This design comes from an exercise in tuning for small area, a short achievable clock period and few clock cycles on the open sky130 flow, not from production work.
At most, simulation tests tie the RTL to the original design; equivalence was not proved.
Power is estimated from default activity; no workload was simulated.

## bounded_fifo_with_remove_by_value
module bounded_fifo_with_remove_by_value #(
  parameter int unsigned DEPTH      = DEPTH_DEF,
  parameter int unsigned DATA_WIDTH = DATA_WIDTH_DEF
) (
  input  logic               clk_i,
  input  logic               rst_ni,
  input  logic               cfg_we_i,
  input  logic [LIMIT_W-1:0] cfg_wdata_i,
  input  logic               in_valid_i,
  output logic               in_stall_o,
  input  logic [MODE_W+VALUE_W-1:0]          in_word_i,
  output logic               out_valid_o,
  input  logic               out_stall_i,
  output logic [STATUS_W+VALUE_W+OCC_W-1:0] out_word_o
);
Size in the first run: roughly 2,300 cells after synthesis, roughly 85 I/O pins, ~32,000 sq um of cells after synthesis.
Settings: LEC_CHECK=0, CAP_MARGIN=20, CORE_MARGIN=2, CORE_UTILIZATION=40, CTS_CLUSTER_DIAMETER=80, CTS_CLUSTER_SIZE=22, PLACE_DENSITY=0.8, SETUP_SLACK_MARGIN=3.0, SLEW_MARGIN=20, TNS_END_PERCENT=0; clock period 5.0 ns.
standard.sh (not shown) runs the stock make flow with config.mk's settings and CLKGATE_MAP_FILE= SYNTH_SCRIPT=/design/flow/synth_recipe.tcl, a recipe that flattens the netlist after the stock synthesis.
==> flow/flow/run.sh <==
#!/bin/bash
set -euo pipefail
export BUFFER_PORTS_ARGS="-buffer_cell sky130_fd_sc_hd__buf_2"
bash standard.sh > standard_flow.log 2>&1
The first run finished with timing, DRC and antenna clean.
Change:
--- a/flow/design.v
+++ b/flow/design.v
@@ -89,12 +89,13 @@
   logic                  v1_q;
   logic [MODE_W-1:0]     mode1_q;
   logic [DATA_WIDTH-1:0] val1_q;
   logic [DEPTH-1:0]      m1_q;
   logic                  r1_free;
   logic                  stall_q;
+  logic                  pr_q;         
   logic [DEPTH-1:0]      vld_q, vld_d;
   logic [CNT_W-1:0]      cnt_q, cnt_d;
   logic [LIMIT_W-1:0]    limit_q;
   logic                  room_q, room_d;    
   logic                  any_q, any_d;      
   logic [DATA_WIDTH-1:0] cell_data [DEPTH];
@@ -145,13 +146,13 @@
     end
   end
   assign fire      = v1_q & ~sv_q;
   assign is_push   = (mode1_q == MODE_PUSH);
   assign is_pop    = (mode1_q == MODE_POP);
   assign is_remove = (mode1_q == MODE_REMOVE);
-  assign push_ok   = fire & is_push & room_q;
+  assign push_ok   = pr_q & ~sv_q;
   always_comb begin
     for (int i = 0; i < DEPTH; i++) begin
       below_full[i] = 1'b1;
       for (int j = 0; j < i; j++) begin
         below_full[i] = below_full[i] & vld_q[j];
       end
@@ -282,14 +283,18 @@
       room_next = room_d;
     end
   end
   always_ff @(posedge clk_i or negedge rst_ni) begin
     if (!rst_ni) begin
       room_q <= 1'b1;
+      pr_q   <= 1'b0;
     end else begin
       room_q <= room_next;
+      if (r1_free) begin
+        pr_q <= in_valid_i & (mode0 == MODE_PUSH) & room_next;
+      end
     end
   end
   assign out_valid_o = ov_q;
   assign out_word_o  = ow_q;
   assign deliver     = ov_q & ~out_stall_i;
   always_comb begin
=> Clock skew goes down by 0.018 ns. Critical path depth is unchanged. Via count goes down by about 0.6%. Wire length goes up by about 2.6%. Setup slack gets better by 0.13 ns.
Testbench counts after the change, summed over its fixed seeds: cycles 12,016.
No functional check of the RTL was part of the first run of this note.

========
Another version of the RTL of bounded_fifo_with_remove_by_value (not shown whole).
For scale: about 2400 cells after synthesis, about 660 flip-flops, ~85 I/O pins, roughly 0.032 sq mm of cells after synthesis.
==> flow/config.mk <==
export PLATFORM = sky130hd
export DESIGN_NAME = bounded_fifo_with_remove_by_value
export DESIGN_NICKNAME = bounded_fifo_with_remove_by_value
export VERILOG_FILES = /design/flow/design.v
export SDC_FILE = /design/flow/constraint.sdc
export NUM_CORES = 4
export LEC_CHECK = 0
export CAP_MARGIN = 20
export CORE_MARGIN = 2
export CORE_UTILIZATION = 40
export SETUP_SLACK_MARGIN = 2.6
export SLEW_MARGIN = 20
==> flow/constraint.sdc <==
create_clock -name core_clock -period 5.0 [get_ports {clk_i}]
set_input_delay 1.0000 -clock core_clock [delete_from_list [all_inputs] [get_ports {clk_i}]]
set_output_delay 1.0000 -clock core_clock [all_outputs]
set_load 0.01 [all_outputs]
run.sh (not shown) runs the stock make flow with config.mk's settings and CLKGATE_MAP_FILE= SYNTH_SCRIPT=/design/flow/synth_recipe.tcl, a recipe that flattens the netlist after the stock synthesis.
Stock flow here: none of the scripts above is used.
The first run finished with timing, DRC and antenna clean.
Next try:
--- a/flow/design.v
+++ b/flow/design.v
@@ -96,16 +96,13 @@
   logic                  full1_q;           
   logic                  r1_free;
   logic                  stall_q;
   logic [DEPTH-1:0]      vld_q, vld_d, vld_clr;
   logic [CNT_W-1:0]      cnt_q, cnt_d;
   logic [LIMIT_W-1:0]    limit_q;
-  logic                  room_q, room_dec_q;   
-  logic                  any_q;                
-  logic                  room_d, room_dec_d, any_d;
-  logic                  fits_m2, fits_m1, fits_0, fits_p1;
+  logic                  room_same, room_dec;
   logic [DATA_WIDTH-1:0] cell_data [DEPTH];
   logic [DEPTH-1:0]      cell_eq;
   logic [DEPTH-1:0]      below_full;        
   logic [DEPTH-1:0]      hit_above;         
   logic [DEPTH-1:0]      shift_rng;         
   logic [DEPTH-1:0]      shift_en;
@@ -125,13 +122,15 @@
   logic                  deliver;
   assign in_stall_o = stall_q;
   assign acc        = in_valid_i & ~stall_q;
   assign mode0      = in_word_i[MODE_W+VALUE_W-1:VALUE_W];
   assign val0       = DATA_WIDTH'(in_word_i[VALUE_W-1:0]);
   assign acc_push   = acc & (mode0 == MODE_PUSH);
-  assign room_now  = dec_fire ? room_dec_q : room_q;
+  assign room_same = (cnt_q < CNT_W'(DEPTH)) & (CMP_W'(cnt_q) < CMP_W'(limit_q));
+  assign room_dec  = (CMP_W'(cnt_q) <= CMP_W'(DEPTH)) & (CMP_W'(cnt_q) <= CMP_W'(limit_q));
+  assign room_now  = dec_fire ? room_dec : room_same;
   assign push_now  = acc_push & room_now;
   assign r1_free = ~(v1_q & sv_q);
   always_ff @(posedge clk_i or negedge rst_ni) begin
     if (!rst_ni) begin
       v1_q <= 1'b0;
     end else if (r1_free) begin
@@ -158,13 +157,13 @@
       hit_above[i] = 1'b0;
       for (int j = i; j < DEPTH; j++) begin
         hit_above[i] = hit_above[i] | hit_vec[j];
       end
     end
   end
-  assign shift_rng = below_full & (hit_above | {DEPTH{~(is_remove & cnt_q[CNT_W-1])}});
+  assign shift_rng = below_full & (hit_above | {DEPTH{~(is_remove & (cnt_q == CNT_W'(DEPTH)))}});
   assign shift_en  = {DEPTH{push_now}} & shift_rng;
   for (genvar i = 0; i < DEPTH; i++) begin : g_cell
     logic [DATA_WIDTH-1:0] prev;
     if (i == 0) begin : g_first
       assign prev = val0;
     end else begin : g_rest
@@ -188,13 +187,13 @@
     .onehot_o (hit_oh)
   );
   assign fire      = v1_q & ~sv_q;
   assign is_push   = (mode1_q == MODE_PUSH);
   assign is_pop    = (mode1_q == MODE_POP);
   assign is_remove = (mode1_q == MODE_REMOVE);
-  assign any       = any_q;
+  assign any       = (cnt_q != '0);
   assign dec       = (is_pop & any) | (is_remove & found);
   assign dec_fire  = fire & dec;
   always_comb begin
     clr = '0;
     if (fire && is_pop)    clr = old_q;
     if (fire && is_remove) clr = hit_oh;
@@ -225,53 +224,21 @@
         end
         old_d[0] = 1'b0;
       end
     end
   end
   assign cnt_d = cnt_q + CNT_W'(push_now) - CNT_W'(dec_fire);
-  function automatic logic fits(input logic [CMP_W:0] c, input logic [LIMIT_W-1:0] lim);
-    fits = (c < (CMP_W+1)'(DEPTH)) && (c < (CMP_W+1)'(lim));
-  endfunction
-  assign fits_m2 = (cnt_q >= CNT_W'(2)) & fits((CMP_W+1)'(cnt_q) - (CMP_W+1)'(2), limit_q);
-  assign fits_m1 = (cnt_q >= CNT_W'(1)) & fits((CMP_W+1)'(cnt_q) - (CMP_W+1)'(1), limit_q);
-  assign fits_0  = fits((CMP_W+1)'(cnt_q), limit_q);
-  assign fits_p1 = fits((CMP_W+1)'(cnt_q) + (CMP_W+1)'(1), limit_q);
-  always_comb begin
-    room_d     = room_q;
-    room_dec_d = room_dec_q;
-    any_d      = any_q;
-    if (push_now && !dec_fire) begin
-      room_d     = fits_p1;
-      room_dec_d = fits_0;
-      any_d      = 1'b1;
-    end else if (dec_fire && !push_now) begin
-      room_d     = fits_m1;
-      room_dec_d = fits_m2;
-      any_d      = (cnt_q != CNT_W'(1));
-    end
-    if (cfg_we_i) begin
-      room_d     = fits((CMP_W+1)'(cnt_q), cfg_wdata_i);
-      room_dec_d = (cnt_q >= CNT_W'(1))
-                   & fits((CMP_W+1)'(cnt_q) - (CMP_W+1)'(1), cfg_wdata_i);
-    end
-  end
   always_ff @(posedge clk_i or negedge rst_ni) begin
     if (!rst_ni) begin
-      vld_q      <= '0;
-      old_q      <= '0;
-      cnt_q      <= '0;
-      room_q     <= 1'b1;
-      room_dec_q <= 1'b0;
-      any_q      <= 1'b0;
+      vld_q <= '0;
+      old_q <= '0;
+      cnt_q <= '0;
     end else begin
-      vld_q      <= vld_d;
-      old_q      <= old_d;
-      cnt_q      <= cnt_d;
-      room_q     <= room_d;
-      room_dec_q <= room_dec_d;
-      any_q      <= any_d;
+      vld_q <= vld_d;
+      old_q <= old_d;
+      cnt_q <= cnt_d;
     end
   end
   always_ff @(posedge clk_i or negedge rst_ni) begin
     if (!rst_ni) begin
       limit_q <= LIMIT_RESET;
     end else if (cfg_we_i) begin
The new run went through all stages and came out clean.
Hold slack degrades by 0.13 ns.
Sequential cell count shrinks by 3.
Clock-buffer cell count falls by 2.
Total power went up by about 2.3%.
Final cell count shrinks by 3.6%.
Wire length is lower by 3.8%.
Maximum frequency is higher by 5.4%.
Global-route usage fell by 1.4 points.
Clock skew rose by 0.0051 ns.
No run of this note included a check of the RTL's function; only the layout flow was run.

-- separate check: timing with driven ports --
In the flow no input, the clock included, has a driving cell. The finished layouts below were timed again as built, in two steps. Step 1 assumes that a clkbuf_16 drives the clock port and a buf_2 every other input. Step 2 moves the port delays by t, midway between the first and last clock arrival at a register: inputs arrive t later, outputs are due t later. That takes back most of the time a late clock gives input paths. Slacks: ideal / step 1 / step 2; pairs: ideal / step 1.
| run | shift t [ns] | setup slack, ns | hold slack, ns | slew at the worst register clock pin (ns) | worst slew at a driven data input, ns |
|---|---|---|---|---|---|
| the first run of note 1 | 0.685 | 2.449 / 2.495 / 1.810 | 0.459 / 0.424 / 0.459 | 0.10 / 0.10 | 0.09 |
| the second run of note 1 | 0.669 | 2.580 / 2.608 / 1.947 | 0.475 / 0.456 / 0.475 | 0.10 / 0.10 | 0.07 |
| the first run of note 2 | 0.714 | 1.648 / 1.648 / 1.491 | 0.497 / 0.470 / 0.497 | 0.07 / 0.07 | 0.05 |
| the second run of note 2 | 0.709 | 1.819 / 1.819 / 1.266 | 0.365 / 0.322 / 0.496 | 0.07 / 0.07 | 0.05 |
After both steps setup and hold are still met in every run listed. The setup slack of the first run of note 1, which loses most, moves by +0.046 ns with the drivers and by -0.639 ns with both steps.
